From an optimization exercise on the open Yosys and OpenROAD flow, aimed at small area and a short achievable clock period; shortcuts taken in it are not production practice. RTL that was checked went through simulation tests only; none was proved equivalent to the original. Only the layout flow was run in runs 1 and 2; the RTL was not checked for function there. Power and IR drop assume default switching activity.

<file path="design/flow/flow/run.sh">
#!/bin/bash
# Standard layout (standard synthesis included) with two changes: the port
# buffers are buf_4 cells, and the resizer may change a cell's footprint.
set -euo pipefail
export BUFFER_PORTS_ARGS="-buffer_cell sky130_fd_sc_hd__buf_4"
bash standard.sh MATCH_CELL_FOOTPRINT=0 finish > standard_flow.log 2>&1
</file>
<file path="design/flow/standard.sh">
#!/bin/bash
# synth_recipe.tcl (not shown) runs the flow's synth.tcl, then flattens the netlist and writes it again
# the make line also repeats each setting of config.mk as NAME=value (left out here)
make -C /OpenROAD-flow-scripts/flow DESIGN_CONFIG=/design/flow/config.mk WORK_HOME=/design/flow/orfs CLKGATE_MAP_FILE= SYNTH_SCRIPT=/design/flow/synth_recipe.tcl "${@:-finish}"
</file>
<file path="design/flow/config.mk">
export PLATFORM = sky130hd
export DESIGN_NAME = ss_bridge_top
export DESIGN_NICKNAME = ss_bridge_top
export VERILOG_FILES = /design/flow/design.v
export SDC_FILE = /design/flow/constraint.sdc
export NUM_CORES = 4
export LEC_CHECK = 0
export CAP_MARGIN = 20
export CORE_MARGIN = 2
export CORE_UTILIZATION = 60
export SETUP_SLACK_MARGIN = 2.2
export SLEW_MARGIN = 20
export SYNTH_HIERARCHICAL = 1
export SYNTH_MINIMUM_KEEP_SIZE = 0
export TNS_END_PERCENT = 20
</file>
<file path="design/flow/constraint.sdc">
create_clock -name core_clock -period 4.5 [get_ports {mclk}]
set_input_delay 0.9000 -clock core_clock [delete_from_list [all_inputs] [get_ports {mclk}]]
set_output_delay 0.9000 -clock core_clock [all_outputs]
set_load 0.01 [all_outputs]
</file>
<file path="design/flow/design.v">
package st_map_pkg;
	localparam logic [15:0] ST_ID_WORD  = 16'h5253;
	localparam logic [15:0] ST_VER_WORD = 16'h1205;
	localparam logic [7:0] ST_OFF_ID       = 8'h00;
	localparam logic [7:0] ST_OFF_VER      = 8'h02;
	localparam logic [7:0] ST_OFF_CTRL     = 8'h04;
	localparam logic [7:0] ST_OFF_STAT     = 8'h06;
	localparam logic [7:0] ST_OFF_FIFO     = 8'h08;
	localparam logic [7:0] ST_OFF_FSTAT    = 8'h0c;
	localparam logic [7:0] ST_OFF_RCNT     = 8'h0e;
	localparam logic [7:0] ST_OFF_SS_CMD   = 8'h10;
	localparam logic [7:0] ST_OFF_SS_DATA  = 8'h12;
	localparam logic [7:0] ST_OFF_SS_CTRL  = 8'h14;
	localparam logic [7:0] ST_OFF_CR1      = 8'h18;
	localparam logic [7:0] ST_OFF_CR2      = 8'h1a;
	localparam logic [7:0] ST_OFF_CR3      = 8'h1c;
	localparam logic [7:0] ST_OFF_CR4      = 8'h1e;
	localparam logic [7:0] ST_OFF_RESP1    = 8'h20;
	localparam logic [7:0] ST_OFF_RESP2    = 8'h22;
	localparam logic [7:0] ST_OFF_RESP3    = 8'h24;
	localparam logic [7:0] ST_OFF_RESP4    = 8'h26;
	localparam logic [7:0] ST_OFF_HIRQ     = 8'h28;
	localparam logic [7:0] ST_OFF_MASK     = 8'h2a;
	localparam logic [7:0] ST_OFF_HIRQ_CLR = 8'h2c;
	localparam int CTRL_CDC_EN   = 0;
	localparam int CTRL_CMD_EN   = 1;
	localparam int CTRL_FIFO_EN  = 2;
	localparam int CTRL_FIFO_RST = 8;
	localparam int CTRL_FIFO_DIR = 9;
	typedef enum logic [3:0] {
		ST_OP_NONE, ST_OP_READ, ST_OP_CTRL_WR, ST_OP_IRQ_ACK,
		ST_OP_FIFO_WR, ST_OP_FIFO_RD, ST_OP_RCNT_CLR, ST_OP_CMD_CLR,
		ST_OP_DATA_WR, ST_OP_RESP_WR, ST_OP_HIRQ_SET, ST_OP_HIRQ_CLR
	} st_op_e;
endpackage
package ss_map_pkg;
	localparam logic [2:0] SS_RGN_CDC = 3'b000;
	localparam logic [2:0] SS_RGN_REG = 3'b111;
	localparam logic [3:0] SS_CDC_FIFO = 4'd0;
	localparam logic [3:0] SS_CDC_HIRQ = 4'd2;
	localparam logic [3:0] SS_CDC_MASK = 4'd3;
	localparam logic [3:0] SS_CDC_CR1  = 4'd6;
	localparam logic [3:0] SS_CDC_CR2  = 4'd7;
	localparam logic [3:0] SS_CDC_CR3  = 4'd8;
	localparam logic [3:0] SS_CDC_CR4  = 4'd9;
	localparam logic [4:0] SS_REG_ID    = 5'd0;
	localparam logic [4:0] SS_REG_VER   = 5'd1;
	localparam logic [3:0] SS_REG_CTRL  = 4'd1;
	localparam logic [3:0] SS_REG_FSTAT = 4'd2;
	localparam logic [3:0] SS_REG_CMD   = 4'd4;
	localparam logic [3:0] SS_REG_DATA  = 4'd5;
	localparam logic [3:0] SS_REG_FIFO  = 4'd6;
	localparam logic [15:0] SS_CTRL_RESET = 16'h0100;
	typedef enum logic [3:0] {
		SS_OP_NONE, SS_OP_READ, SS_OP_CTRL_WR, SS_OP_HIRQ_AND, SS_OP_MASK_WR,
		SS_OP_CR_WR, SS_OP_CMD_WR, SS_OP_DATA_WR, SS_OP_FIFO_WR, SS_OP_FIFO_RD
	} ss_op_e;
endpackage
import st_map_pkg::*;
module st_decode (
	input  logic        st_req,
	input  logic        st_we,
	input  logic [7:0]  st_addr,
	output logic        st_rd,
	output logic        st_ctrl_we,
	output logic        st_ack,
	output logic        st_fifo_wr,
	output logic        st_fifo_rd,
	output logic        st_rcnt_clr,
	output logic        st_cmd_clr,
	output logic        st_data_we,
	output logic        st_resp_we,
	output logic        st_hirq_set,
	output logic        st_hirq_clr,
	output logic [31:0] st_sel,
	output logic        st_dflt
);
	logic       st_wr, st_ok;
	logic [4:0] st_w;
	assign st_rd = st_req & ~st_we;
	assign st_wr = st_req & st_we;
	assign st_ok = (st_addr[7:6] == 2'b00) & ~st_addr[0];
	assign st_w  = st_addr[5:1];
	assign st_ctrl_we  = st_wr & (st_addr == ST_OFF_CTRL);
	assign st_ack      = st_wr & (st_addr == ST_OFF_STAT);
	assign st_fifo_wr  = st_wr & (st_addr == ST_OFF_FIFO);
	assign st_fifo_rd  = st_rd & (st_addr == ST_OFF_FIFO);
	assign st_rcnt_clr = st_wr & (st_addr == ST_OFF_RCNT);
	assign st_cmd_clr  = st_wr & (st_addr == ST_OFF_SS_CMD);
	assign st_data_we  = st_wr & (st_addr == ST_OFF_SS_DATA);
	assign st_resp_we  = st_wr & st_ok & (st_w[4:2] == 3'b100);
	assign st_hirq_set = st_wr & (st_addr == ST_OFF_HIRQ);
	assign st_hirq_clr = st_wr & (st_addr == ST_OFF_HIRQ_CLR);
	always_comb
	begin
		for (int i = 0; i < 32; i++)
			st_sel[i] = st_ok & (st_w == 5'(i));
	end
	assign st_dflt = ~st_ok | st_sel[5] | st_sel[11] | (|st_sel[31:22]);
endmodule
import ss_map_pkg::*;
module ss_decode (
	input  logic        ss_req,
	input  logic        ss_we,
	input  logic        ss_cs2,
	input  logic [14:1] ss_addr,
	output logic        ss_rd,
	output logic        ss_fifo_rd,
	output logic        ss_fifo_wr,
	output logic        ss_hirq_and,
	output logic        ss_mask_we,
	output logic        ss_cr_we,
	output logic [1:0]  ss_idx,
	output logic        ss_ctrl_we,
	output logic        ss_cmd_we,
	output logic        ss_data_we,
	output logic        rs_ctrl,
	output logic        rs_fstat,
	output logic        rs_cmd,
	output logic        rs_data,
	output logic        rs_fifo,
	output logic        rs_hirq,
	output logic        rs_mask,
	output logic [3:0]  rs_resp,
	output logic        rs_id,
	output logic        rs_ver
);
	logic        ss_hit, ss_wr, rgn_cdc, rgn_reg, ss_fifo_off;
	logic [3:0]  woff;
	logic [15:0] ss_sel;
	assign ss_hit  = ss_req & ss_cs2;
	assign ss_rd   = ss_hit & ~ss_we;
	assign ss_wr   = ss_hit & ss_we;
	assign rgn_cdc = (ss_addr[14:12] == SS_RGN_CDC);
	assign rgn_reg = (ss_addr[14:12] == SS_RGN_REG);
	assign woff    = ss_addr[5:2];
	assign ss_idx  = {woff[3], woff[0]};
	always_comb
	begin
		for (int i = 0; i < 16; i++)
			ss_sel[i] = (woff == 4'(i));
	end
	assign ss_fifo_off = (rgn_cdc & ss_sel[SS_CDC_FIFO]) | (rgn_reg & ss_sel[SS_REG_FIFO]);
	assign ss_fifo_rd  = ss_rd & ss_fifo_off;
	assign ss_fifo_wr  = ss_wr & ss_fifo_off;
	assign ss_hirq_and = ss_wr & rgn_cdc & ss_sel[SS_CDC_HIRQ];
	assign ss_mask_we  = ss_wr & rgn_cdc & ss_sel[SS_CDC_MASK];
	assign ss_cr_we    = ss_wr & rgn_cdc & (woff >= SS_CDC_CR1) & (woff <= SS_CDC_CR4);
	assign ss_ctrl_we  = ss_wr & rgn_reg & ss_sel[SS_REG_CTRL];
	assign ss_cmd_we   = ss_wr & rgn_reg & ss_sel[SS_REG_CMD];
	assign ss_data_we  = ss_wr & rgn_reg & ss_sel[SS_REG_DATA];
	assign rs_ctrl  = rgn_reg & ss_sel[SS_REG_CTRL];
	assign rs_fstat = rgn_reg & ss_sel[SS_REG_FSTAT];
	assign rs_cmd   = rgn_reg & ss_sel[SS_REG_CMD];
	assign rs_data  = rgn_reg & ss_sel[SS_REG_DATA];
	assign rs_fifo  = ss_fifo_off;
	assign rs_hirq  = rgn_cdc & ss_sel[SS_CDC_HIRQ];
	assign rs_mask  = rgn_cdc & ss_sel[SS_CDC_MASK];
	assign rs_resp  = {rgn_cdc & ss_sel[SS_CDC_CR4], rgn_cdc & ss_sel[SS_CDC_CR3],
		rgn_cdc & ss_sel[SS_CDC_CR2], rgn_cdc & ss_sel[SS_CDC_CR1]};
	assign rs_id    = rgn_reg & ss_sel[0] & ~ss_addr[1];
	assign rs_ver   = rgn_reg & ss_sel[0] & ss_addr[1];
endmodule
module fifo_sel8 (
	input  logic [7:0] d,
	input  logic [7:0] s,
	output logic       y
);
	assign y = |(d & s);
endmodule
module irq_any16 (
	input  logic [15:0] a,
	input  logic [15:0] b,
	output logic        y
);
	assign y = |(a & b);
endmodule
import st_map_pkg::*;
import ss_map_pkg::*;
module ss_bridge_top #(
	parameter int FIFO_AW = 6
) (
	input  logic        mclk,
	input  logic        ST_ALE,
	input  logic        st_req,
	input  logic        st_we,
	input  logic [7:0]  st_addr,
	input  logic [15:0] st_wdata,
	output logic [15:0] st_rdata,
	output logic        st_rvalid,
	output logic        st_irq,
	input  logic        ss_req,
	input  logic        ss_we,
	input  logic        ss_cs2,
	input  logic [14:1] ss_addr,
	input  logic [15:0] ss_wdata,
	output logic [15:0] ss_rdata,
	output logic        ss_rvalid,
	output logic        ss_irq
);
	localparam int DEPTH = 1 << FIFO_AW;
	logic        st_rd, st_ctrl_we, st_ack, st_fifo_wr, st_fifo_rd, st_rcnt_clr;
	logic        st_cmd_clr, st_data_we, st_resp_we, st_hirq_set, st_hirq_clr;
	logic [31:0] st_sel;
	logic        st_dflt;
	logic        ss_rd, ss_fifo_rd, ss_fifo_wr, ss_hirq_and, ss_mask_we, ss_cr_we;
	logic [1:0]  ss_idx;
	logic        ss_ctrl_we, ss_cmd_we, ss_data_we;
	logic        rs_ctrl, rs_fstat, rs_cmd, rs_data, rs_fifo, rs_hirq, rs_mask;
	logic [3:0]  rs_resp;
	logic        rs_id, rs_ver;
	st_decode st_decode_inst (.*);
	ss_decode ss_decode_inst (.*);
	logic [15:0]      st_ctrl, ss_ctrl, ss_cmd, ss_data, hirq, hirq_mask, rcnt;
	logic [15:0]      st_ctrl_n, hirq_n, hirq_mask_n;
	logic [3:0][15:0] cr, resp;
	logic             flag_cdc, flag_cmd, flag_fifo;
	logic             flag_cdc_n, flag_cmd_n, flag_fifo_n;
	logic             fifo_empty_d;
	logic [15:0]        sr [DEPTH-1];
	logic [15:0]        stage;
	logic               push_q;
	logic [FIFO_AW:0]   m, m_inc, m_dec;
	logic               fifo_empty, fifo_full;
	logic               fifo_dir, fifo_clr;
	logic               push, pop, wr_en, rd_en;
	logic [15:0]        wr_word;
	logic [15:0]        fifo_head;
	assign fifo_dir  = st_ctrl[CTRL_FIFO_DIR];
	assign fifo_clr  = st_ctrl[CTRL_FIFO_RST];
	assign m_inc      = m + 1'b1;
	assign m_dec      = m - 1'b1;
	assign fifo_empty = m[FIFO_AW];
	assign fifo_full  = (m == FIFO_AW'(DEPTH - 1));
	assign st_ctrl_n   = st_ctrl_we ? st_wdata : st_ctrl;
	assign hirq_mask_n = ss_mask_we ? ss_wdata : hirq_mask;
	always_comb
	begin
		if (st_hirq_set)
			hirq_n = hirq | st_wdata;
		else if (st_hirq_clr)
			hirq_n = hirq & ~st_wdata;
		else if (ss_hirq_and)
			hirq_n = hirq & ss_wdata;
		else
			hirq_n = hirq;
	end
	logic [15:0] h_set, h_clr, h_and;
	logic        i_set_m, i_clr_m, i_and_m, i_hold_m, i_set_w, i_clr_w, i_hold_w;
	logic        ss_irq_n;
	assign h_set = hirq | st_wdata;
	assign h_clr = hirq & ~st_wdata;
	assign h_and = hirq & ss_wdata;
	irq_any16 u_i_set_m  (.a(h_set), .b(hirq_mask), .y(i_set_m));
	irq_any16 u_i_clr_m  (.a(h_clr), .b(hirq_mask), .y(i_clr_m));
	irq_any16 u_i_and_m  (.a(h_and), .b(hirq_mask), .y(i_and_m));
	irq_any16 u_i_hold_m (.a(hirq),  .b(hirq_mask), .y(i_hold_m));
	irq_any16 u_i_set_w  (.a(h_set), .b(ss_wdata),  .y(i_set_w));
	irq_any16 u_i_clr_w  (.a(h_clr), .b(ss_wdata),  .y(i_clr_w));
	irq_any16 u_i_hold_w (.a(hirq),  .b(ss_wdata),  .y(i_hold_w));
	always_comb
	begin
		if (st_hirq_set)
			ss_irq_n = ss_mask_we ? i_set_w : i_set_m;
		else if (st_hirq_clr)
			ss_irq_n = ss_mask_we ? i_clr_w : i_clr_m;
		else if (ss_hirq_and)
			ss_irq_n = i_and_m;
		else
			ss_irq_n = ss_mask_we ? i_hold_w : i_hold_m;
	end
	assign flag_cdc_n  = (ss_cr_we & (ss_idx == 2'd3))
		| (flag_cdc & ~(st_ack & st_wdata[CTRL_CDC_EN]));
	assign flag_cmd_n  = ss_cmd_we
		| (flag_cmd & ~(st_ack & st_wdata[CTRL_CMD_EN]));
	assign flag_fifo_n = (fifo_empty & ~fifo_empty_d)
		| (flag_fifo & ~(st_ack & st_wdata[CTRL_FIFO_EN]));
	always_ff @(posedge mclk or posedge ST_ALE)
	begin
		if (ST_ALE)
		begin
			st_ctrl      <= '0;
			ss_ctrl      <= SS_CTRL_RESET;
			ss_cmd       <= '0;
			ss_data      <= '0;
			hirq         <= '0;
			hirq_mask    <= '0;
			rcnt         <= '0;
			flag_cdc     <= 1'b0;
			flag_cmd     <= 1'b0;
			flag_fifo    <= 1'b0;
			fifo_empty_d <= 1'b1;
			st_irq       <= 1'b0;
			ss_irq       <= 1'b0;
		end
		else
		begin
			st_ctrl      <= st_ctrl_n;
			hirq         <= hirq_n;
			hirq_mask    <= hirq_mask_n;
			flag_cdc     <= flag_cdc_n;
			flag_cmd     <= flag_cmd_n;
			flag_fifo    <= flag_fifo_n;
			fifo_empty_d <= fifo_empty;
			st_irq       <= |(st_ctrl_n[2:0] & {flag_fifo_n, flag_cmd_n, flag_cdc_n});
			ss_irq       <= ss_irq_n;
			if (ss_ctrl_we)
				ss_ctrl <= ss_wdata;
			if (st_cmd_clr)
				ss_cmd <= '0;
			else if (ss_cmd_we)
				ss_cmd <= ss_wdata;
			if (ss_data_we)
				ss_data <= ss_wdata;
			else if (st_data_we)
				ss_data <= st_wdata;
			if (st_rcnt_clr)
				rcnt <= '0;
			else if (ss_fifo_rd)
				rcnt <= rcnt + 1'b1;
		end
	end
	always_ff @(posedge mclk)
	begin
		if (ss_cr_we)
			cr[ss_idx] <= ss_wdata;
		if (st_resp_we)
			resp[st_addr[2:1]] <= st_wdata;
	end
	assign push    = fifo_dir ? ss_fifo_wr : st_fifo_wr;
	assign pop     = fifo_dir ? st_fifo_rd : ss_fifo_rd;
	assign wr_en   = push & ~fifo_full;
	assign rd_en   = pop & ~fifo_empty;
	assign wr_word = fifo_dir ? {ss_wdata[7:0], ss_wdata[15:8]} : st_wdata;
	always_ff @(posedge mclk)
	begin
		stage <= wr_word;
		if (push_q)
		begin
			sr[0] <= stage;
			for (int i = 1; i < DEPTH-1; i++)
				sr[i] <= sr[i-1];
		end
	end
	logic [FIFO_AW:0] m_n, m_dec2;
	assign m_dec2 = m - 2'd2;
	always_comb
	begin
		if (fifo_clr)
			m_n = '1;
		else if (wr_en & ~rd_en)
			m_n = m_inc;
		else if (rd_en & ~wr_en)
			m_n = m_dec;
		else
			m_n = m;
	end
	logic [FIFO_AW:0] p_n;
	logic [7:0]       sel_hi, sel_lo;
	assign p_n = rd_en ? m_dec2 : m_dec;
	always_ff @(posedge mclk or posedge ST_ALE)
	begin
		if (ST_ALE)
		begin
			m      <= '1;
			push_q <= 1'b0;
			sel_hi <= 8'h80;
			sel_lo <= 8'h40;
		end
		else
		begin
			m      <= m_n;
			push_q <= wr_en;
			for (int j = 0; j < 8; j++)
			begin
				sel_hi[j] <= (p_n[5:3] == 3'(j));
				sel_lo[j] <= (p_n[2:0] == 3'(j));
			end
		end
	end
	logic [15:0] fifo_next;
	for (genvar b = 0; b < 16; b++)
	begin : g_next
		logic [7:0] grp;
		for (genvar j = 0; j < 8; j++)
		begin : g_grp
			logic [7:0] d;
			for (genvar k = 0; k < 8; k++)
			begin : g_bit
				if (8*j+k == DEPTH-1)
					assign d[k] = stage[b];
				else
					assign d[k] = sr[8*j+k][b];
			end
			fifo_sel8 u_lo (.d(d), .s(sel_lo), .y(grp[j]));
		end
		fifo_sel8 u_hi (.d(grp), .s(sel_hi), .y(fifo_next[b]));
	end
	always_ff @(posedge mclk)
	begin
		if (fifo_empty | (rd_en & (m == '0)))
			fifo_head <= wr_word;
		else if (rd_en)
			fifo_head <= fifo_next;
	end
	logic [15:0] fifo_stat, head_sw, st_word, ss_word;
	assign fifo_stat = 16'(m_inc);
	assign head_sw   = {fifo_head[7:0], fifo_head[15:8]};
	logic [15:0] st_stat;
	assign st_stat = {1'b0, st_irq, 11'd0, flag_fifo, flag_cmd, flag_cdc};
	for (genvar b = 0; b < 16; b++)
	begin : g_st_word
		logic y0, y1;
		fifo_sel8 u_regs (
			.d ({ss_ctrl[b], ss_data[b], ss_cmd[b], rcnt[b], fifo_head[b], st_ctrl[b], hirq[b], hirq_mask[b]}),
			.s ({st_sel[10], st_sel[9], st_sel[8], st_sel[7], st_sel[4], st_sel[2], st_sel[20], st_sel[21]}),
			.y (y0)
		);
		fifo_sel8 u_mbox (
			.d ({cr[3][b], cr[2][b], cr[1][b], cr[0][b], resp[3][b], resp[2][b], resp[1][b], resp[0][b]}),
			.s ({st_sel[15], st_sel[14], st_sel[13], st_sel[12], st_sel[19], st_sel[18], st_sel[17], st_sel[16]}),
			.y (y1)
		);
		assign st_word[b] = y0 | y1 | st_dflt
			| (st_sel[3] & st_stat[b]) | (st_sel[6] & fifo_stat[b])
			| (st_sel[0] & ST_ID_WORD[b]) | (st_sel[1] & ST_VER_WORD[b]);
	end
	for (genvar b = 0; b < 16; b++)
	begin : g_ss_word
		logic y0;
		fifo_sel8 u_regs (
			.d ({ss_ctrl[b], ss_cmd[b], ss_data[b], head_sw[b], hirq[b], hirq_mask[b], resp[0][b], resp[1][b]}),
			.s ({rs_ctrl, rs_cmd, rs_data, rs_fifo, rs_hirq, rs_mask, rs_resp[0], rs_resp[1]}),
			.y (y0)
		);
		assign ss_word[b] = y0 | (rs_resp[2] & resp[2][b]) | (rs_resp[3] & resp[3][b])
			| (rs_fstat & fifo_stat[b]) | (rs_id & ST_ID_WORD[b]) | (rs_ver & ST_VER_WORD[b]);
	end
	always_ff @(posedge mclk or posedge ST_ALE)
	begin
		if (ST_ALE)
		begin
			st_rvalid <= 1'b0;
			ss_rvalid <= 1'b0;
		end
		else
		begin
			st_rvalid <= st_rd;
			ss_rvalid <= ss_rd;
		end
	end
	always_ff @(posedge mclk)
	begin
		st_rdata <= st_word;
		ss_rdata <= ss_word;
	end
endmodule
</file>
==> key figures, run 1 <==
Status
  – Outcome: finished clean

Cells and area
  – Filler cell count: 5806
  – Fin cells: between 5000 and 6000
  – Final Util: a little over two thirds
  – Max reg flops: slightly above 1000
  – Area Growth Syn to Fin: 16.18%
  – Share of cells above drive strength 1: roughly 18%
  – Most flop-heavy register: sr
  – Final nets: between 3000 and 4000

Critical path
  – Crit path DAT: roughly 3.0 ns
  – Reg2Reg Setup Slack: between 2 and 2.5 ns
  – Critical Path End Type: flip-flop
  – R2r startpoint: sel_lo[2]
  – Startpoint types: flip-flop
  – Slowest cell on the critical path: dfrtp_4
  – Crit Path Category: reg2reg
  – Crit path top cell by count: nand4_1
  – Critical path origin: sel_lo[2]
  – Slowest cell delay on critical path: about 0.58 ns
  – Req. time, crit path: 4.98 ns
  – Crit-path max FO: 21
  – Cell chain of the critical path: buf_6, buf_12, a22oi_2, nand4_1, a22oi_1, nand4_1, mux2_4

Hold path
  – Hold crit path type: in2async

Yosys
  – Synth Warn #: 10
  – Post-Syn Nets: ~3600
  – Post-Syn Instances: about 3500
  – Syn Area/Cell: ~15 sq um
  – Synth Cell Area: around 0.054 sq mm

Drt
  – Detail Route Antenna Nets: 0
  – DR iter-0 viols: 5097
  – Via density: slightly above 7
  – DRC Markers: 0
  – Drt first pass iters: 6
  – Routed WL: 159100 um
  – Wire length per cell: 31.46 um
  – DR vias: 35721

Placed design
  – Detail Placement HPWL: 89790 um
  – Routability cong.: approximately 0.93
  – Port buffer count: 90
  – Inst Count DP: between 4000 and 5000

Power and ir drop
  – NetSw: 0.005067 W
  – Logic pwr share: 2.0%
  – Sequential Power Share: 53.9%
  – Cell leakage power: between 20 and 25 nW
  – Worst vdd ir: 0.4111 mV
  – Clock share of power: ~44%
  – Internal Pwr Total: 0.01998 W
  – Net Sw Frac: about 20%
  – Power per cell area: around 400 mW/mm^2

Timing
  – Sum of negative setup slack: 0 ns
  – Min Hold Slack: approximately 0.33 ns
  – Max Transition Viols Final: 0
  – Worst Max-Slew Pin Slew: between 1 and 1.5 ns
  – Crit path time final: 2.495 ns
  – Setup violators final: 0
  – Final hold violations: 0
  – Clk_skew: between 0.02 and 0.03 ns
  – RSZ-0062 raised after global routing: true
  – Slew Limit Headroom: ~27%
  – Fin crit share: between 50% and 60%
  – Max Freq: roughly 400 MHz

Clock tree
  – Total CTS buffers: between 100 and 150
  – Hold_buf cts: 0
  – Clock latency (worst-skew pair): about 0.74 ns
  – H-tree depth: 4
  – CTS tree: yes
  – CTS max path bufs: 3
  – Clock root buffer: clkbuf_16
  – Worst-path clk slew: ~0.060 ns
  – Clock sinks: between 1000 and 1500

Global route
  – First-pass GRT wire length: ~230000 um
  – Vias in the first global route: 35056
  – Gr usage total: around a third
  – Pin count of the biggest net entering global routing: 139
  – Initial antenna violation count: 4
  – GRT overflow: 0

Floorplan
  – Die height: just over 300 um
  – Num rows: about 110
  – Die Wd: 302.9 um
  – I/O pin cnt: 97
  – Initial Util: 60.55%
  – Die area: 0.09173 sq mm
  – Core footprint: about 0.089 sq mm

Job
  – Maxcap violations: 0
## final cells by class
type                            instances  area (sq um)  area share, %
Timing Repair Buffer                  259          2910          4.674
Multi-Input combinational cell       1904         13860          22.26
Clock inverter                         59         585.6         0.9404
Tap cell                             1165          1458          2.341
Inverter                              143         545.5         0.8761
Sequential cell                      1344         39210          62.97
Antenna cell                            3         7.507        0.01206
Clock buffer                          180          3691          5.928
## cells in the final DEF (no fill, tap or decap), types with 14 or more instances in the layout
cell and instances:
mux2_2 68, buf_4 177, clkinv_1 17, a22oi_2 33, nor2b_1 24, edfxtp_1 1152, or2_2 19, a221oi_2 28
nand3_1 15, ha_1 17, dfxtp_1 48, mux2i_1 43, dfrtp_1 123, clkbuf_16 152, buf_6 22, and2_1 16
nor2_1 90, buf_12 31, nand2_1 180, clkinv_2 24, a22oi_1 757, nand4_1 209, o21ai_0 156, nor3_2 14
a22o_1 45, inv_1 140, clkbuf_1 34
## worst max-delay path, delay by kind of cell, from the launching register on
family	cells	cell delay [ns]
AND/OR/NAND/NOR	2	0.49
buffers and inverters	2	0.35
flip-flops	1	0.58
AO/OA/AOI/OAI	2	0.38
multiplexers	1	0.42
## repair_timing
item | CTS | global route
pin swaps | 31 | 19
resized for setup | 68 | 41
cloned | 16 | 2
endpoints found under the setup margin | 59 | 93
setup buffers | 54 | 8
## worst paths after layout
| check | endpoint | cells after the start |
|---|---|---|
| min | ss_data[10] | 2 |
| max reg2reg | fifo_head[2] | 7 |
| max in group asynchronous | sel_lo[6] | 3 |
| min in group core_clock | ss_rvalid | 2 |
| min reg2reg | sr[29][1] | 0 |
| max | fifo_head[2] | 7 |
## power groups by stage
stage	combinational (W)	sequential (W)	clock, W
global placement	0.000464	0.0138	0
finish	0.000502	0.0135	0.0110
global route	0.000532	0.0135	0.0117
floorplan	0.000262	0.0137	0
detailed placement	0.000478	0.0138	0
CTS	0.000487	0.0135	0.0112
## per-stage QoR
step                      cell area, sq um  setup slack [ns]  total power (W)
final                                62270             2.005          0.02505
after global routing                 62260             1.982          0.02568
after CTS                            61940             2.092          0.02515
after detailed placement             56280             1.005          0.01424
after global placement               56270             1.031          0.01422
after floorplan                      53600            -7.713          0.01400
## routing by layer
layer,global-route usage [%],vias up,routed length (um)
li1,-,14924,-
met1,49.67,18059,61890
met2,52.18,2354,72690
met3,7.519,378,18030
met4,13.36,6,6431
met5,0,-,41
==> inputs of run 2 (changes only) <==
--- a/design/flow/config.mk
+++ b/design/flow/config.mk
@@ -9,5 +9,5 @@
 export CORE_MARGIN = 2
 export CORE_UTILIZATION = 60
-export SETUP_SLACK_MARGIN = 2.2
+export SETUP_SLACK_MARGIN = 2.4
 export SLEW_MARGIN = 20
 export SYNTH_HIERARCHICAL = 1
==> key figures, run 2 <==
Status
  – Outcome: finished clean

Floorplan
  – Die area: 0.09173 sq mm (unchanged)
  – Initial Util: 60.55% (unchanged)
  – Num rows: 109 (unchanged)
  – Die height: 302.9 um (unchanged)
  – Die Wd: 302.9 um (unchanged)
  – I/O pin cnt: 97 (unchanged)
  – Core footprint: 0.08851 sq mm (unchanged)

Drt
  – DRC Markers: 0 (unchanged)
  – Met3 WL: 18510 um (+2.7%)
  – Met1 WL: 63630 um (+2.8%)
  – Metal2 WL: 75110 um (+3.3%)
  – Routed WL: 165000 um (+3.7%)
  – Detail Route Antenna Nets: 0 (unchanged)
  – DR vias: 36527 (+2.3%)
  – Top layer reached by signal wires: met5
  – Via density: 7.112 (+0.68%)
  – Drt first pass iters: 6 (unchanged)
  – DR iter-0 viols: 5178 (+1.6%)
  – Wire length per cell: 32.13 um (+2.1%)

Power and ir drop
  – Worst vdd ir: 0.4156 mV (+1.1%)
  – Cell leakage power: 20.91 nW (+3.2%)
  – PnR Total Power: 0.02511 W (+0.25%)
  – Power per cell area: 391.5 mW/mm^2 (-2.7%)

Yosys
  – Post-Syn Nets: 3576 (unchanged)
  – Post-Syn Instances: 3498 (unchanged)
  – Syn Area/Cell: 15.32 sq um (unchanged)
  – Synth Cell Area: 0.05360 sq mm (unchanged)
  – Synth Warn #: 10 (unchanged)

Timing
  – Fin crit share: 55.31% (-0.14 points)
  – Min Hold Slack: 0.3282 ns (+0.001043 ns)
  – Max Freq: 401.8 MHz (+0.25%)
  – Max Transition Viols Final: 0 (unchanged)
  – RSZ-0062 raised after global routing: true
  – Worst Max-Slew Pin Slew: 1.140 ns (+0.04938 ns)
  – Setup violators final: 0 (unchanged)
  – Clk_skew: 0.02989 ns (+0.004248 ns)
  – Slew Limit Headroom: 23.90% (-3.3 points)
  – Crit path time final: 2.489 ns (-0.006280 ns)
  – Final hold violations: 0 (unchanged)
  – Setup WS post-layout: 2.011 ns (+0.006280 ns)

Placed design
  – Detail Placement HPWL: 89790 um (unchanged)
  – Routability cong.: 0.9263 (unchanged)
  – Pre-CTS WS: 1.005 ns (unchanged)
  – Port buffer count: 90 (unchanged)

Clock tree
  – Clock sinks: 1344 (unchanged)
  – CTS max path bufs: 3 (unchanged)
  – Clock root buffer: clkbuf_16
  – CTS tree: yes
  – Clock latency (worst-skew pair): 0.75 ns (about the same)
  – Total CTS buffers: 135 (unchanged)
  – Worst-path clk slew: 0.06 ns (about the same)
  – H-tree depth: 4 (unchanged)

Cells and area
  – Final nets: 3942 (+2.0%)
  – Most common cell after layout, fill and taps aside: edfxtp_1
  – Most frequent cells in the layout: edfxtp_1, a22oi_1, nand4_1
  – Max reg flops: 1008 (unchanged)
  – Final Util: 72.45% (+2.1 points)
  – Share of cells above drive strength 1: 23.02% (+5.2 points)
  – Filler cell count: 5541 (-4.6%)
  – Most flop-heavy register: sr
  – Area Growth Syn to Fin: 19.65%

Job
  – Maxcap violations: 0 (unchanged)

Critical path
  – Crit Path Category: reg2reg
  – Critical Path End Type: flip-flop
  – Crit-path max FO: 11 (-48%)
  – Crit path DAT: 2.98 ns (about the same)
  – Req. time, crit path: 4.99 ns (about the same)
  – Startpoint types: flip-flop

Global route
  – GRT overflow: 0 (unchanged)
  – Vias in the first global route: 35240 (+0.52%)
  – Initial antenna violation count: 5 (+1)
  – Gr usage total: 34.47% (-0.076 points)
  – Pin count of the biggest net entering global routing: 139 (unchanged)
  – First-pass GRT wire length: 231600 um (about the same)

Hold path
  – Hold crit path type: in2async
[run 2: cell count changes in the layout (fill, tap and decap cells not counted), sizes merged]
| cell | delta |
|---|---|
| buf | +71 |
| clkbuf | +6 |
| clkinvlp | +2 |
| diode | +2 |
| inv | -2 |
[run 2: what timing repair did]
| action | in CTS | in global routing |
|---|---|---|
| gates resized for setup | 120 | 215 |
| setup endpoints to repair | 381 | 743 |
| setup buffers | 65 | 63 |
| cloned | 13 | 16 |
| hold buffers | 0 | 0 |
| pin swaps | 63 | 124 |
| endpoints found under the hold margin | 0 | 0 |
[run 2: path summary, 6_finish.rpt]
path                       startpoint  cells after the start  slack (ns)            to
min reg2reg                 sr[28][1]                      0        0.43     sr[29][1]
max in group asynchronous      ST_ALE                      3        3.33          m[0]
min in group core_clock         ss_we                      2        0.36     ss_rvalid
min                            ST_ALE                      2        0.33    ss_cmd[15]
max                         sel_lo[0]                      6        2.01  fifo_head[2]
max reg2reg                 sel_lo[0]                      6        2.01  fifo_head[2]
[run 2: worst max-delay path: stages, from the launching register on]
cell and delay, ns:
dfrtp_4 0.60, buf_16 0.21, a22oi_1 0.26, nand4_1 0.16
a22oi_2 0.19, nand4_1 0.39, mux2_4 0.42
[run 2: layout make-up]
class	count	area [sq um]	share of cell area, %
Antenna cell	5	12.51	0.01951
Clock buffer	180	3691	5.756
Clock inverter	59	585.6	0.9131
Inverter	143	553.0	0.8624
Multi-Input combinational cell	1904	14670	22.87
Sequential cell	1344	39210	61.14
Tap cell	1165	1458	2.273
Timing Repair Buffer	336	3951	6.161
[run 2: stage by stage]
stage | setup TNS (ns) | cells | instance area, sq um
global placement | 0 | 4734 | 56270
floorplan | -7955.19 | 3498 | 53600
finish | 0 | 5136 | 64130
global route | 0 | 5132 | 64120
CTS | 0 | 5052 | 62220
detailed placement | 0 | 4735 | 56280
[run 2: layer usage]
layer / track usage, % / vias up
met5: 0 / -
met4: 13.88 / 8
li1: - / 15082
met3: 7.333 / 453
met2: 51.91 / 2467
met1: 49.60 / 18517
[run 2: report_power, final]
part,internal (W),switching [W],leakage [nW]
clock network,0.00639,0.00469,2.09
registers,0.0134,0.0000761,11.9
logic,0.000191,0.000343,6.87
total,0.0200,0.00511,20.9
==> inputs of run 3 (changes only) <==
--- a/design/flow/design.v
+++ b/design/flow/design.v
@@ -408,5 +408,6 @@
 	assign head_sw   = {fifo_head[7:0], fifo_head[15:8]};
 	logic [15:0] st_stat;
-	assign st_stat = {1'b0, st_irq, 11'd0, flag_fifo, flag_cmd, flag_cdc};
+	assign st_stat = {1'b0, |(st_ctrl[2:0] & {flag_fifo, flag_cmd, flag_cdc}), 11'd0,
+		flag_fifo, flag_cmd, flag_cdc};
 	for (genvar b = 0; b < 16; b++)
 	begin : g_st_word
--- a/design/flow/config.mk
+++ b/design/flow/config.mk
@@ -9,5 +9,7 @@
 export CORE_MARGIN = 2
 export CORE_UTILIZATION = 60
-export SETUP_SLACK_MARGIN = 2.4
+export CTS_CLUSTER_DIAMETER = 70
+export CTS_CLUSTER_SIZE = 25
+export SETUP_SLACK_MARGIN = 2.2
 export SLEW_MARGIN = 20
 export SYNTH_HIERARCHICAL = 1
==> key figures, run 3 <==
Timing
  – Worst Max-Slew Pin Slew: 1.117 ns (-0.02358 ns)
  – Max Transition Viols Final: 0 (unchanged)
  – Slew Limit Headroom: 25.47% (+1.6 points)
  – Setup violators final: 0 (unchanged)
  – Fin crit share: 56.52% (+1.2 points)
  – Max Freq: 393.2 MHz (-2.1%)
  – Crit path time final: 2.544 ns (+0.05442 ns)
  – Final hold violations: 0 (unchanged)
  – Clk_skew: 0.02763 ns (-0.002257 ns)
  – RSZ-0062 raised after global routing: true

Floorplan
  – Die Wd: 303.0 um (about the same)
  – Die height: 303.0 um (about the same)
  – I/O pin cnt: 97 (unchanged)
  – Die area: 0.09183 sq mm (+0.11%)
  – Initial Util: 60.62% (+0.064 points)
  – Num rows: 109 (unchanged)
  – Core footprint: 0.08851 sq mm (unchanged)

Hold path
  – Hold crit path type: in2async

Placed design
  – Placed inst area: 0.05628 sq mm (about the same)
  – Routability cong.: 0.9413 (+1.6%)
  – Detail Placement HPWL: 87570 um (-2.5%)
  – Port buffer count: 90 (unchanged)

Critical path
  – Crit path DAT: 2.97 ns (about the same)
  – Crit-path max FO: 80 (+69)
  – Crit path top cell by count: nand4_1
  – Buf+Inv Stages, Crit Path: 1 (unchanged)
  – Req. time, crit path: 4.93 ns (-0.06 ns)
  – Startpoint types: flip-flop
  – Critical Path End Type: flip-flop
  – Crit Path Category: reg2reg
  – Slowest cell on the critical path: dfrtp_4
  – Slowest cell delay on critical path: 0.56 ns (-0.04 ns)
  – CP delay by family, top: flip-flops
  – Reg2Reg Setup Slack: 1.96 ns (-0.05 ns)
  – Cell chain of the critical path: buf_12, a22oi_1, nand4_1, a22oi_2, nand4_1, mux2_4

Cells and area
  – Final nets: 3812 (-3.3%)
  – Area of all placed cells without fillers: 0.06046 sq mm (-5.7%)
  – Area Growth Syn to Fin: 12.68%
  – Final Util: 68.31% (-4.1 points)
  – Most frequent cells in the layout: edfxtp_1, a22oi_1, nand4_1
  – Most flop-heavy register: sr
  – Most common cell after layout, fill and taps aside: edfxtp_1
  – Filler cell count: 6018 (+8.6%)
  – Share of cells above drive strength 1: 17.12% (-5.9 points)
  – Max reg flops: 1008 (unchanged)

Global route
  – Initial antenna violation count: 9 (+4)
  – Pin count of the biggest net entering global routing: 177 (+27%)
  – First-pass GRT wire length: 223200 um (-3.6%)
  – GRT overflow: 0 (unchanged)
  – Vias in the first global route: 34011 (-3.5%)
  – Gr usage total: 33.12% (-1.4 points)

Clock tree
  – H-tree depth: 3 (-1)
  – Worst-path clk slew: 0.10 ns (+0.04 ns)
  – Total CTS buffers: 71 (-47%)
  – Clock root buffer: clkbuf_16
  – CTS max path bufs: 3 (unchanged)
  – Clock latency (worst-skew pair): 0.66 ns (-0.09 ns)
  – Clock sinks: 1344 (unchanged)
  – CTS tree: yes
  – Hold_buf cts: 0 (unchanged)

Yosys
  – Post-Syn Instances: 3505 (+0.20%)
  – Synth Cell Area: 0.05365 sq mm (+0.11%)
  – Post-Syn Nets: 3583 (+0.20%)
  – Synth Warn #: 10 (unchanged)
  – Syn Area/Cell: 15.31 sq um (about the same)

Status
  – Outcome: finished clean

Power and ir drop
  – Worst vdd ir: 0.3545 mV (-15%)
  – Cell leakage power: 19.34 nW (-7.5%)
  – Power per cell area: 351.6 mW/mm^2 (-10%)

Drt
  – DR iter-0 viols: 5401 (+4.3%)
  – Via density: 7.083 (-0.41%)
  – Routed WL: 156800 um (-5.0%)
  – Drt first pass iters: 6 (unchanged)
  – DRC Markers: 0 (unchanged)
  – Detail Route Antenna Nets: 0 (unchanged)
  – Wire length per cell: 31.66 um (-1.5%)
  – DR vias: 35081 (-4.0%)

Job
  – Maxcap violations: 0 (unchanged)
-- run 3: worst paths after layout --
path / startpoint / end / depth (start not counted)
worst max-delay path: sel_lo[5] / fifo_head[15] / 6
worst min-delay path: ST_ALE / hirq_mask[10] / 2
min in group core_clock: ss_we / ss_rvalid / 2
worst max register to register: sel_lo[5] / fifo_head[15] / 6
max in group asynchronous: ST_ALE / m[1] / 3
worst min register to register: stage[2] / sr[0][2] / 0
-- run 3: area by class of cell --
| class | count | area, sq um | share of cell area, % |
|---|---|---|---|
| Tap cell | 1165 | 1458 | 2.411 |
| Inverter | 149 | 571.8 | 0.9458 |
| Sequential cell | 1344 | 39210 | 64.86 |
| Clock buffer | 106 | 2014 | 3.332 |
| Antenna cell | 3 | 7.507 | 0.01242 |
| Timing Repair Buffer | 264 | 2922 | 4.832 |
| Clock inverter | 18 | 200.2 | 0.3311 |
| Multi-Input combinational cell | 1904 | 14070 | 23.28 |
-- run 3: power breakdown --
| group | switching (W) | total (W) | internal (W) |
|---|---|---|---|
| clock network | 0.00405 | 0.00727 | 0.00322 |
| registers | 0.0000773 | 0.0135 | 0.0134 |
| logic | 0.000330 | 0.000501 | 0.000171 |
-- run 3: per-stage QoR --
| stage | instances | hold WS, ns | setup TNS [ns] | worst slack (ns) | power [W] |
|---|---|---|---|---|---|
| floorplan | 3505 | 0.3519 | -7955.19 | -7.713 | 0.01399 |
| global placement | 4729 | 0.4238 | 0 | 0.9913 | 0.01422 |
| detailed placement | 4730 | 0.4205 | 0 | 0.9334 | 0.01423 |
| CTS | 4904 | 0.4001 | 0 | 1.936 | 0.02134 |
| global route | 4951 | 0.4085 | 0 | 1.971 | 0.02180 |
| finish | 4953 | 0.3957 | 0 | 1.956 | 0.02126 |
-- run 3: repair_timing --
item | 4_1_cts | 5_1_grt
setup buffers | 40 | 35
gates cloned | 10 | 11
pin swaps | 9 | 61
setup endpoints to repair | 67 | 220
gates resized for setup | 24 | 120
-- run 3: metal layers --
layer | GRT usage (%) | vias to the layer above | wire (um)
li1 | - | 14776 | -
met3 | 8.772 | 313 | 17660
met1 | 47.77 | 17887 | 61620
met5 | 0 | - | 48
met4 | 13.37 | 8 | 6325
met2 | 48.41 | 2097 | 71160
==> inputs of run 4 (changes only) <==
--- a/design/flow/config.mk
+++ b/design/flow/config.mk
@@ -9,8 +9,6 @@
 export CORE_MARGIN = 2
 export CORE_UTILIZATION = 60
-export CTS_CLUSTER_DIAMETER = 70
-export CTS_CLUSTER_SIZE = 25
 export SETUP_SLACK_MARGIN = 2.2
-export SLEW_MARGIN = 20
+export SLEW_MARGIN = 50
 export SYNTH_HIERARCHICAL = 1
 export SYNTH_MINIMUM_KEEP_SIZE = 0
==> key figures, run 4 <==
Cells and area
  – Reg area: 0.03922 sq mm (about the same)
  – Area of all placed cells without fillers: 0.06304 sq mm (+4.3%)
  – Max reg flops: 1008 (unchanged)
  – Fin cells: 5087 (+2.7%)
  – Share of cells above drive strength 1: 19.14% (+2.0 points)
  – Multi-input gate area: 0.01405 sq mm (-0.16%)
  – Most frequent cells in the layout: edfxtp_1, a22oi_1, nand4_1
  – Most common cell after layout, fill and taps aside: edfxtp_1
  – Area Growth Syn to Fin: 17.50%
  – Final nets: 3886 (+1.9%)
  – Filler cell count: 5737 (-4.7%)
  – Most flop-heavy register: sr

Global route
  – Vias in the first global route: 35238 (+3.6%)
  – GRT overflow: 0 (unchanged)
  – Gr usage total: 35.23% (+2.1 points)
  – Pin count of the biggest net entering global routing: 159 (-10%)
  – First-pass GRT wire length: 235400 um (+5.5%)
  – Initial antenna violation count: 11 (+2)

Drt
  – DR vias: 36088 (+2.9%)
  – Via density: 7.094 (+0.16%)
  – DRC Markers: 0 (unchanged)
  – DR iter-0 viols: 5419 (+0.33%)
  – Detail Route Antenna Nets: 0 (unchanged)
  – Routed WL: 162100 um (+3.4%)
  – Wire length per cell: 31.87 um (+0.67%)
  – Drt first pass iters: 8 (+2)

Floorplan
  – Die height: 303.0 um (unchanged)
  – Core footprint: 0.08851 sq mm (unchanged)
  – Die Wd: 303.0 um (unchanged)
  – Initial Util: 60.62% (unchanged)
  – I/O pin cnt: 97 (unchanged)
  – Die area: 0.09183 sq mm (unchanged)
  – Num rows: 109 (unchanged)

Hold path
  – Hold crit path type: in2async

Critical path
  – Slowest cell delay on critical path: 0.59 ns (+0.03 ns)
  – Req. time, crit path: 5.00 ns (+0.07 ns)
  – Crit path DAT: 2.93 ns (-0.04 ns)
  – Slowest cell on the critical path: dfrtp_4
  – Critical Path End Type: flip-flop
  – Cell chain of the critical path: buf_4, clkbuf_16, a22oi_1, nand4_1, a22oi_1, nand4_1, mux2_2
  – Worst R2R Path Depth: 7 (+1)
  – Startpoint types: flip-flop
  – R2r endpoint: fifo_head[3]
  – Buf+Inv Stages, Crit Path: 2 (+1)
  – R2r startpoint: sel_lo[4]
  – Crit Path Category: reg2reg
  – Reg2Reg Setup Slack: 2.06 ns (+0.11 ns)
  – Crit-path max FO: 23 (-71%)
  – CP delay by family, top: flip-flops

Placed design
  – Inst Count DP: 4735 (+0.11%)
  – Placed inst area: 0.05646 sq mm (+0.33%)
  – Routability cong.: 0.9413 (unchanged)
  – Detail Placement HPWL: 88180 um (+0.69%)
  – Port buffer count: 90 (unchanged)

Clock tree
  – Clock sinks: 1344 (unchanged)
  – Clock root buffer: clkbuf_16
  – Worst-path clk slew: 0.06 ns (-0.04 ns)
  – CTS max path bufs: 3 (unchanged)
  – Total CTS buffers: 138 (+94%)
  – CTS tree: yes
  – Hold_buf cts: 0 (unchanged)
  – Clock latency (worst-skew pair): 0.75 ns (+0.09 ns)
  – H-tree depth: 4 (+1)

Timing
  – Clk_skew: 0.03355 ns (+0.005918 ns)
  – Setup violators final: 0 (unchanged)
  – Max Freq: 410.5 MHz (+4.4%)
  – Max Transition Viols Final: 0 (unchanged)
  – Slew Limit Headroom: 50.44% (+25 points)
  – Sum of negative setup slack: 0 ns (unchanged)
  – Crit path time final: 2.436 ns (-0.1075 ns)
  – Worst Max-Slew Pin Slew: 0.7434 ns (-0.3733 ns)
  – Final hold violations: 0 (unchanged)
  – RSZ-0062 raised after global routing: true
  – Fin crit share: 54.13% (-2.4 points)

Yosys
  – Syn Area/Cell: 15.31 sq um (unchanged)
  – Synth Warn #: 10 (unchanged)
  – Synth Cell Area: 0.05365 sq mm (unchanged)
  – Post-Syn Instances: 3505 (unchanged)
  – Post-Syn Nets: 3583 (unchanged)

Power and ir drop
  – Power per cell area: 403.2 mW/mm^2 (+15%)
  – Cell leakage power: 20.51 nW (+6.1%)
  – Worst vdd ir: 0.5109 mV (+44%)

Job
  – Maxcap violations: 0 (unchanged)

Status
  – Outcome: finished clean
==> run 4: timing repair <==
item / in CTS / in global routing
cloned: 31 / 3
pin swaps: 37 / 46
gates resized for setup: 77 / 62
endpoints found under the setup margin: 36 / 62
endpoints found under the hold margin: 0 / 0
buffers inserted: 49 / 11
==> run 4: worst max path at each step <==
stage | startpoint | endpoint | slack (ns) | depth (start not counted)
after global routing | sel_lo[2] | fifo_head[6] | 1.96 | 7
after detailed placement | ss_addr[5] | fifo_head[5] | 1.07 | 9
after global placement | ss_addr[4] | fifo_head[15] | 0.99 | 8
after floorplan | push_q | sr[0][0] | -7.71 | 0
after CTS | st_addr[7] | rcnt[14] | 2.02 | 8
final | sel_lo[4] | fifo_head[3] | 2.06 | 7
==> run 4: power by group <==
group | leakage [nW] | internal, W | switching (W) | total, W
Clock | 2.17 | 0.00663 | 0.00478 | 0.0114
Sequential | 12.0 | 0.0134 | 0.0000761 | 0.0135
Combinational | 6.39 | 0.000173 | 0.000334 | 0.000507
==> run 4: cell type report <==
type | count | share of cell area (%)
well taps | 1165 | 2.312
clock inverters | 62 | 0.9884
repair buffers | 271 | 5.166
multi-input cells | 1904 | 22.29
inverters | 149 | 0.9050
clock buffers | 188 | 6.105
flip-flops and latches | 1344 | 62.22
diodes | 4 | 0.01588
==> run 4: through the flow <==
stage / setup WS (ns) / total power (W) / hold WS (ns) / util, %
CTS: 2.023 / 0.02552 / 0.2525 / 70.56
floorplan: -7.713 / 0.01399 / 0.3519 / -
finish: 2.064 / 0.02542 / 0.09332 / 71.23
detailed placement: 1.071 / 0.01423 / 0.4205 / 63.79
global route: 1.960 / 0.02604 / 0.08636 / 71.22
global placement: 0.9913 / 0.01422 / 0.4238 / 63.57
==> run 4: per-layer routing <==
metal,track usage (%),vias up,share of wire (%)
met5,0,-,0.053
met4,14.30,12,4.3
met3,10.33,394,12
met2,51.33,2367,45
met1,50.22,18311,38
li1,-,15004,-
==> inputs of run 5 (changes only) <==
--- a/design/flow/config.mk
+++ b/design/flow/config.mk
@@ -8,5 +8,7 @@
 export CAP_MARGIN = 20
 export CORE_MARGIN = 2
-export CORE_UTILIZATION = 60
+export CORE_UTILIZATION = 65
+export CTS_CLUSTER_DIAMETER = 70
+export CTS_CLUSTER_SIZE = 25
 export SETUP_SLACK_MARGIN = 2.2
 export SLEW_MARGIN = 50
==> key figures, run 5 <==
Global route
  – Layer with the highest usage: met2
  – Pin count of the biggest net entering global routing: 133 (-16%)
  – GRT met2 Usage: 54.33% (+3.0 points)
  – Vias in the first global route: 34830 (-1.2%)
  – Grt met3 use: 7.696% (-2.6 points)
  – Initial antenna violation count: 4 (-7)
  – Met1 Resource Use GR: 49.40% (-0.81 points)
  – First-pass GRT wire length: 223800 um (-4.9%)
  – GRT overflow: 0 (unchanged)
  – Gr usage total: 35.37% (+0.14 points)

Drt
  – Via density: 7.295 (+2.8%)
  – DRC Markers: 0 (unchanged)
  – DR iter-0 viols: 5011 (-7.5%)
  – Wire length per cell: 31.35 um (-1.6%)
  – DR vias: 35481 (-1.7%)
  – Routed WL: 152500 um (-5.9%)
  – Detail Route Antenna Nets: 0 (unchanged)
  – Drt first pass iters: 7 (-1)

Critical path
  – Crit Path Category: reg2reg
  – Crit-path max FO: 8 (-65%)
  – R2r startpoint: sel_lo[3]
  – Worst R2R Path Depth: 8 (+1)
  – Critical Path End Type: flip-flop
  – Slowest cell on the critical path: dfrtp_4
  – Crit path DAT: 2.85 ns (-0.08 ns)
  – Cell chain of the critical path: buf_12, buf_16, buf_16, a22oi_2, nand4_1, a22oi_2, nand4_1, mux2_4
  – Reg2Reg Setup Slack: 2.06 ns (about the same)
  – R2r endpoint: fifo_head[7]
  – Req. time, crit path: 4.91 ns (-0.09 ns)
  – Slowest cell delay on critical path: 0.51 ns (-0.08 ns)
  – Startpoint types: flip-flop

Yosys
  – Synth Warn #: 10 (unchanged)
  – Post-Syn Instances: 3505 (unchanged)
  – Post-Syn Nets: 3583 (unchanged)
  – Syn Area/Cell: 15.31 sq um (unchanged)
  – Synth Cell Area: 0.05365 sq mm (unchanged)

Timing
  – Sum of negative setup slack: 0 ns (unchanged)
  – Setup violators final: 0 (unchanged)
  – Crit path time final: 2.442 ns (+0.006360 ns)
  – RSZ-0062 raised after global routing: true
  – Worst Max-Slew Pin Slew: 0.7227 ns (-0.02074 ns)
  – Final hold violations: 0 (unchanged)
  – Slew Limit Headroom: 51.71% (+1.3 points)
  – Min Hold Slack: 0.2335 ns (+0.1402 ns)
  – Max Freq: 409.4 MHz (-0.26%)
  – Fin crit share: 54.27% (+0.14 points)
  – Max Transition Viols Final: 0 (unchanged)
  – Clk_skew: 0.03550 ns (+0.001951 ns)

Cells and area
  – Final nets: 3822 (-1.6%)
  – Most common cell after layout, fill and taps aside: edfxtp_1
  – Most flop-heavy register: sr
  – Most frequent cells in the layout: edfxtp_1, a22oi_1, nand4_1
  – Max reg flops: 1008 (unchanged)
  – Area Growth Syn to Fin: 12.51%
  – Share of cells above drive strength 1: 16.98% (-2.2 points)

Clock tree
  – CTS max path bufs: 3 (unchanged)
  – Worst-path clk slew: 0.10 ns (+0.04 ns)
  – Total CTS buffers: 67 (-51%)
  – CTS tree: yes
  – H-tree depth: 3 (-1)
  – Clock latency (worst-skew pair): 0.66 ns (-0.09 ns)
  – Clock sinks: 1344 (unchanged)
  – Clock root buffer: clkbuf_16

Placed design
  – Detail Placement HPWL: 91400 um (+3.7%)
  – Port buffer count: 90 (unchanged)
  – Routability cong.: 0.9504 (+0.97%)

Floorplan
  – Die area: 0.08486 sq mm (-7.6%)
  – Die height: 291.3 um (-3.9%)
  – Initial Util: 65.55% (+4.9 points)
  – Num rows: 105 (-3.7%)
  – I/O pin cnt: 97 (unchanged)
  – Die Wd: 291.3 um (-3.9%)
  – Core footprint: 0.08185 sq mm (-7.5%)

Status
  – Outcome: finished clean

Hold path
  – Hold crit path type: in2async

Power and ir drop
  – Cell leakage power: 19.40 nW (-5.4%)
  – Power per cell area: 348.1 mW/mm^2 (-14%)
  – Worst vdd ir: 0.3205 mV (-37%)

Job
  – Maxcap violations: 0 (unchanged)
run 5: critical path, delay by kind of cell (launching register included):
| family | cells | cell delay [ns] |
|---|---|---|
| AOI/OAI and AO/OA | 2 | 0.38 |
| buffers and inverters | 3 | 0.50 |
| DFF | 1 | 0.51 |
| muxes | 1 | 0.32 |
| and+or+nand+nor | 2 | 0.45 |
run 5: area by class of cell:
type,instances,area (sq um)
inverter,149,575.6
clock inverter,18,257.7
multi-input combinational,1904,14050
sequential,1344,39220
fill,5016,21480
tap,1070,1339
antenna,2,5.005
timing repair buffer,278,3069
clock buffer,99,1849
run 5: per-stage QoR:
step                total power, W  utilization [%]  instance area [sq um]  setup slack, ns  instances
floorplan                  0.01399                -                  53650           -7.713       3505
CTS                        0.02106            72.95                  59710            2.069       4843
global placement           0.01421            68.66                  56200            1.020       4647
detailed placement         0.01423            69.07                  56530            1.082       4665
global route               0.02153            73.75                  60360            2.012       4862
finish                     0.02102            73.76                  60370            2.058       4864
run 5: power by group:
| group | internal [W] | switching [W] | leakage, nW |
|---|---|---|---|
| clock network | 0.00313 | 0.00390 | 1.01 |
| logic | 0.000178 | 0.000336 | 6.43 |
| registers | 0.0134 | 0.0000746 | 12.0 |
run 5: how the worst max path moves through the flow:
stage,endpoint,slack [ns],depth (start not counted),from
after floorplan,sr[0][0],-7.71,0,push_q
after global placement,fifo_head[7],1.02,8,ss_addr[4]
after detailed placement,fifo_head[11],1.08,9,ss_addr[4]
after CTS,fifo_head[12],2.07,10,ss_addr[12]
after global routing,fifo_head[3],2.01,7,sel_lo[1]
final,fifo_head[7],2.06,8,sel_lo[3]
run 5: routing by layer:
metal  vias to the layer above  routed length [um]
li1                      14777                   -
met1                     17860               57460
met2                      2418               70590
met3                       418               17060
met4                         8                7335
met5                         -                  55
run 5: what timing repair did:
action                                  in CTS  in global routing
hold buffers                                 0                  0
buffers inserted                            49                 15
gates resized for setup                     60                 84
gates cloned                                12                  3
pin swaps                                   21                 55
endpoints found under the setup margin      62                 71
==> inputs of run 6 (changes only) <==
--- a/design/flow/config.mk
+++ b/design/flow/config.mk
@@ -11,4 +11,5 @@
 export CTS_CLUSTER_DIAMETER = 70
 export CTS_CLUSTER_SIZE = 25
+export PLACE_DENSITY = 0.72
 export SETUP_SLACK_MARGIN = 2.2
 export SLEW_MARGIN = 50
==> key figures, run 6 <==
Status
  – Outcome: finished clean

Drt
  – DR vias: 35309 (-0.48%)
  – Via density: 7.282 (-0.18%)
  – Top layer reached by signal wires: met5
  – Wire length per cell: 31.14 um (-0.68%)
  – Metal2 WL: 69390 um (-1.7%)
  – Drt first pass iters: 6 (-1)
  – Met3 WL: 17390 um (+1.9%)
  – DR iter-0 viols: 5105 (+1.9%)
  – Met1 WL: 57710 um (+0.44%)
  – DRC Markers: 0 (unchanged)
  – Routed WL: 151000 um (-0.98%)
  – Detail Route Antenna Nets: 0 (unchanged)

Timing
  – Max Transition Viols Final: 0 (unchanged)
  – Sum of negative setup slack: 0 ns (unchanged)
  – Max Freq: 395.0 MHz (-3.5%)
  – Setup violators final: 0 (unchanged)
  – Crit path time final: 2.531 ns (+0.08899 ns)
  – Worst Max-Slew Pin Slew: 0.7184 ns (-0.004224 ns)
  – RSZ-0062 raised after global routing: true
  – Final hold violations: 0 (unchanged)
  – Fin crit share: 56.25% (+2.0 points)
  – Min Hold Slack: 0.2648 ns (+0.03130 ns)
  – Clk_skew: 0.02665 ns (-0.008849 ns)
  – Slew Limit Headroom: 51.93% (+0.22 points)

Cells and area
  – Most flop-heavy register: sr
  – Final nets: 3808 (-0.37%)
  – Most frequent cells in the layout: edfxtp_1, a22oi_1, nand4_1
  – Area Growth Syn to Fin: 11.98%
  – Share of cells above drive strength 1: 16.08% (-0.91 points)
  – Reg area: 0.03922 sq mm (about the same)
  – Filler cell count: 4982 (-0.68%)
  – Multi-input gate area: 0.01393 sq mm (-0.85%)
  – Max reg flops: 1008 (unchanged)
  – Most common cell after layout, fill and taps aside: edfxtp_1

Clock tree
  – Worst-path clk slew: 0.09 ns (about the same)
  – CTS tree: yes
  – Clock latency (worst-skew pair): 0.65 ns (about the same)
  – Clock root buffer: clkbuf_16
  – Hold_buf cts: 0 (unchanged)
  – Clock sinks: 1344 (unchanged)
  – CTS max path bufs: 3 (unchanged)
  – Total CTS buffers: 67 (unchanged)
  – H-tree depth: 3 (unchanged)

Yosys
  – Synth Warn #: 10 (unchanged)
  – Syn Area/Cell: 15.31 sq um (unchanged)
  – Synth Cell Area: 0.05365 sq mm (unchanged)
  – Post-Syn Instances: 3505 (unchanged)
  – Post-Syn Nets: 3583 (unchanged)

Floorplan
  – Die area: 0.08486 sq mm (unchanged)
  – Die height: 291.3 um (unchanged)
  – Initial Util: 65.55% (unchanged)
  – I/O pin cnt: 97 (unchanged)
  – Core footprint: 0.08185 sq mm (unchanged)
  – Die Wd: 291.3 um (unchanged)
  – Num rows: 105 (unchanged)

Power and ir drop
  – Sequential Power Share: 64.5% (+0.4 points)
  – Worst vdd ir: 0.3129 mV (-2.4%)
  – Logic pwr share: 2.4% (about the same)
  – NetSw: 0.004305 W (about the same)
  – Internal Pwr Total: 0.01659 W (-0.69%)
  – Power per cell area: 347.9 mW/mm^2 (about the same)
  – Cell leakage power: 19.27 nW (-0.68%)
  – Clock share of power: 33.1% (-0.3 points)
  – Net Sw Frac: 20.60% (+0.11 points)

Global route
  – Gr usage total: 34.99% (-0.38 points)
  – Pin count of the biggest net entering global routing: 119 (-11%)
  – First-pass GRT wire length: 222200 um (-0.70%)
  – Vias in the first global route: 34586 (-0.70%)
  – GRT overflow: 0 (unchanged)
  – Initial antenna violation count: 6 (+2)

Critical path
  – Req. time, crit path: 4.91 ns (about the same)
  – Startpoint types: flip-flop
  – Crit-path max FO: 76 (+68)
  – Crit Path Category: reg2reg
  – Crit path DAT: 2.94 ns (+0.09 ns)
  – Critical Path End Type: flip-flop

Placed design
  – Detail Placement HPWL: 89780 um (-1.8%)
  – Port buffer count: 90 (unchanged)
  – Routability cong.: 0.9431 (-0.77%)

Job
  – Maxcap violations: 0 (unchanged)

Hold path
  – Hold crit path type: in2async
-- run 6: changes by cell type in the layout (fill, tap and decap cells not counted), sizes merged --
| cell | change |
|---|---|
| inv | +2 |
| diode | +1 |
| clkbuf | -1 |
| buf | -10 |
| bufinv | -3 |
| clkinv | -4 |
-- run 6: final cells by class --
class | instances | share of cell area [%]
Antenna cell | 3 | 0.01250
Clock buffer | 102 | 3.151
Clock inverter | 13 | 0.2749
Inverter | 149 | 0.9559
Multi-Input combinational cell | 1904 | 23.19
Sequential cell | 1344 | 65.27
Tap cell | 1070 | 2.228
Timing Repair Buffer | 264 | 4.913
-- run 6: power by group through the flow --
stage	clock, W	sequential (W)	combinational [W]
detailed placement	0	0.0138	0.000480
finish	0.00691	0.0135	0.000510
global route	0.00739	0.0135	0.000540
global placement	0	0.0138	0.000463
floorplan	0	0.0137	0.000264
CTS	0.00700	0.0135	0.000492
-- run 6: metal layers --
metal	global-route usage, %	vias to the layer above
met5	0.5672	-
met4	13.46	12
met3	8.025	393
met2	53.18	2436
met1	49.87	17706
li1	-	14762
-- run 6: final timing paths --
kind,start,end,slack [ns],cells after the start
max in group asynchronous,ST_ALE,ss_cmd[13],3.51,3
min in group core_clock,ss_we,ss_rvalid,0.44,2
hold / removal,ST_ALE,ss_irq,0.26,2
hold reg to reg,stage[11],sr[0][11],0.44,0
setup / recovery,sel_lo[2],fifo_head[14],1.97,6
setup reg to reg,sel_lo[2],fifo_head[14],1.97,6
-- run 6: worst max-delay path: stages, from the launching register on --
cell	delay [ns]
dfrtp_4	0.58
buf_12	0.25
a22oi_1	0.24
nand4_1	0.17
a22oi_1	0.25
nand4_1	0.34
mux2_4	0.37
-- run 6: repair_timing --
item,CTS,global route
gates resized for setup,47,68
setup buffers,45,14
gates cloned,9,4
pin swaps,28,45
endpoints found under the setup margin,85,110
-- run 6: through the flow --
step                cells  util (%)  area, sq um  total power [W]  setup WS, ns
floorplan            3505         -        53650          0.01399        -7.713
global placement     4648     68.67        56210          0.01422         1.032
detailed placement   4657     68.96        56440          0.01424         1.094
CTS                  4826     72.67        59480          0.02097         2.046
global route         4846     73.40        60070          0.02142         2.017
finish               4849     73.41        60080          0.02090         1.969
==> inputs of run 7 (changes only) <==
--- a/design/flow/config.mk
+++ b/design/flow/config.mk
@@ -8,5 +8,5 @@
 export CAP_MARGIN = 20
 export CORE_MARGIN = 2
-export CORE_UTILIZATION = 65
+export CORE_UTILIZATION = 60
 export CTS_CLUSTER_DIAMETER = 70
 export CTS_CLUSTER_SIZE = 25
==> key figures, run 7 <==
Clock tree
  – Worst-path clk slew: 0.11 ns (+0.02 ns)
  – Clock root buffer: clkbuf_16
  – CTS max path bufs: 3 (unchanged)
  – Total CTS buffers: 70 (+4.5%)
  – H-tree depth: 3 (unchanged)
  – Clock sinks: 1344 (unchanged)
  – Clock latency (worst-skew pair): 0.67 ns (+0.02 ns)
  – CTS tree: yes

Power and ir drop
  – Cell leakage power: 19.18 nW (-0.45%)
  – Power per cell area: 353.2 mW/mm^2 (+1.5%)
  – Worst vdd ir: 0.3381 mV (+8.0%)

Critical path
  – Cell chain of the critical path: buf_6, buf_4, a22oi_1, nand4_1, a22oi_1, nand4_1, mux2_2
  – Slowest cell delay on critical path: 0.62 ns (+0.04 ns)
  – Crit path DAT: 2.87 ns (-0.07 ns)
  – Slowest cell on the critical path: dfrtp_4
  – Crit Path Category: reg2reg
  – Buf+Inv Stages, Crit Path: 2 (+1)
  – Crit-path max FO: 6 (-92%)
  – Critical Path End Type: flip-flop
  – CP delay by family, top: flip-flops
  – Startpoint types: flip-flop
  – Req. time, crit path: 4.92 ns (about the same)

Yosys
  – Synth Warn #: 10 (unchanged)
  – Synth Cell Area: 0.05365 sq mm (unchanged)
  – Post-Syn Nets: 3583 (unchanged)
  – Post-Syn Instances: 3505 (unchanged)
  – Syn Area/Cell: 15.31 sq um (unchanged)

Cells and area
  – Most frequent cells in the layout: edfxtp_1, a22oi_1, nand4_1
  – Most flop-heavy register: sr
  – Share of cells above drive strength 1: 15.78% (-0.30 points)
  – Filler cell count: 5904 (+19%)
  – Multi-input gate area: 0.01386 sq mm (-0.49%)
  – Most common cell after layout, fill and taps aside: edfxtp_1
  – Final nets: 3801 (-0.18%)
  – Max reg flops: 1008 (unchanged)
  – Area Growth Syn to Fin: 11.87%
  – Final Util: 67.81% (-5.6 points)
  – Area of all placed cells without fillers: 0.06002 sq mm (-0.10%)
  – Reg area: 0.03923 sq mm (about the same)

Timing
  – Worst Max-Slew Pin Slew: 0.7313 ns (+0.01284 ns)
  – Clk_skew: 0.03796 ns (+0.01131 ns)
  – Slew Limit Headroom: 51.19% (-0.73 points)
  – Final hold violations: 0 (unchanged)
  – RSZ-0062 raised after global routing: true
  – Max Transition Viols Final: 0 (unchanged)
  – Setup violators final: 0 (unchanged)
  – Min Hold Slack: 0.2639 ns (-0.0009690 ns)
  – Crit path time final: 2.448 ns (-0.08363 ns)
  – Fin crit share: 54.39% (-1.9 points)
  – Max Freq: 408.5 MHz (+3.4%)

Drt
  – Wire length per cell: 31.57 um (+1.4%)
  – Routed WL: 156200 um (+3.4%)
  – DR iter-0 viols: 5102 (-0.059%)
  – Detail Route Antenna Nets: 0 (unchanged)
  – Via density: 7.155 (-1.7%)
  – Drt first pass iters: 8 (+2)
  – DR vias: 35395 (+0.24%)
  – DRC Markers: 0 (unchanged)

Placed design
  – Port buffer count: 90 (unchanged)
  – Detail Placement HPWL: 93220 um (+3.8%)
  – Routability cong.: 0.9477 (+0.49%)
  – Placed inst area: 0.05654 sq mm (+0.18%)

Floorplan
  – Num rows: 109 (+3.8%)
  – Initial Util: 60.62% (-4.9 points)
  – Die Wd: 303.0 um (+4.0%)
  – Die area: 0.09183 sq mm (+8.2%)
  – I/O pin cnt: 97 (unchanged)
  – Die height: 303.0 um (+4.0%)
  – Core footprint: 0.08851 sq mm (+8.1%)

Global route
  – GRT overflow: 0 (unchanged)
  – First-pass GRT wire length: 224700 um (+1.1%)
  – Vias in the first global route: 34368 (-0.63%)
  – Initial antenna violation count: 5 (-1)
  – Gr usage total: 33.27% (-1.7 points)
  – Pin count of the biggest net entering global routing: 152 (+28%)

Hold path
  – Hold crit path type: in2async

Job
  – Maxcap violations: 0 (unchanged)

Status
  – Outcome: finished clean
-- run 7: routing by layer --
metal	vias to the layer above	part of all wire, %	track usage (%)
met5	-	0.033	0
met4	8	4.4	12.76
met3	412	11	7.619
met2	2305	46	51.24
met1	17939	38	46.70
li1	14731	-	-
-- run 7: worst reg2reg max path: cells and delay by family, from the launching register on --
family | cells | cell delay, ns
buffers and inverters | 2 | 0.39
DFF | 1 | 0.62
muxes | 1 | 0.35
and+or+nand+nor | 2 | 0.47
AOI/OAI and AO/OA | 2 | 0.38
-- run 7: per-stage QoR --
stage	power (W)	setup slack (ns)	TNS, ns	std cells
floorplan	0.01399	-7.713	-7955.19	3505
global placement	0.01422	1.083	0	4737
detailed placement	0.01424	1.025	0	4749
CTS	0.02128	2.046	0	4911
global route	0.02173	2.038	0	4943
finish	0.02120	2.052	0	4947
-- run 7: cell type report --
type	count	share of cell area, %
well taps	1165	2.429
repair buffers	254	4.463
multi-input cells	1904	23.10
clock inverters	20	0.3690
diodes	4	0.01668
inverters	149	0.9590
clock buffers	107	3.298
flip-flops and latches	1344	65.37
-- run 7: path summary, 6_finish.rpt --
path                            from            to  slack (ns)  cells after the start
setup / recovery           sel_lo[7]  fifo_head[4]        2.05                      7
hold / removal                ST_ALE   st_ctrl[12]        0.26                      2
setup reg to reg           sel_lo[7]  fifo_head[4]        2.05                      7
hold reg to reg            sr[56][0]     sr[57][0]        0.44                      0
max in group asynchronous     ST_ALE          m[4]        3.36                      3
min in group core_clock    sr[56][0]     sr[57][0]        0.44                      0
-- run 7: what timing repair did --
action	CTS	global route
pin swaps	19	26
setup buffers	29	25
resized for setup	42	43
gates cloned	6	4
endpoints found under the setup margin	71	99
hold buffers	0	0
-- run 7: power by group --
group | leakage [nW] | internal [W] | switching [W]
Clock | 1.06 | 0.00321 | 0.00400
Sequential | 11.9 | 0.0134 | 0.0000756
Combinational | 6.17 | 0.000171 | 0.000337

Setup slack of run 7, layout unchanged: 2.052 ns with ideal ports, 2.052 ns with driving cells assumed (clock clkbuf_16, inputs buf_2), 1.395 ns with port delays also shifted by the 0.722 ns mid clock arrival.
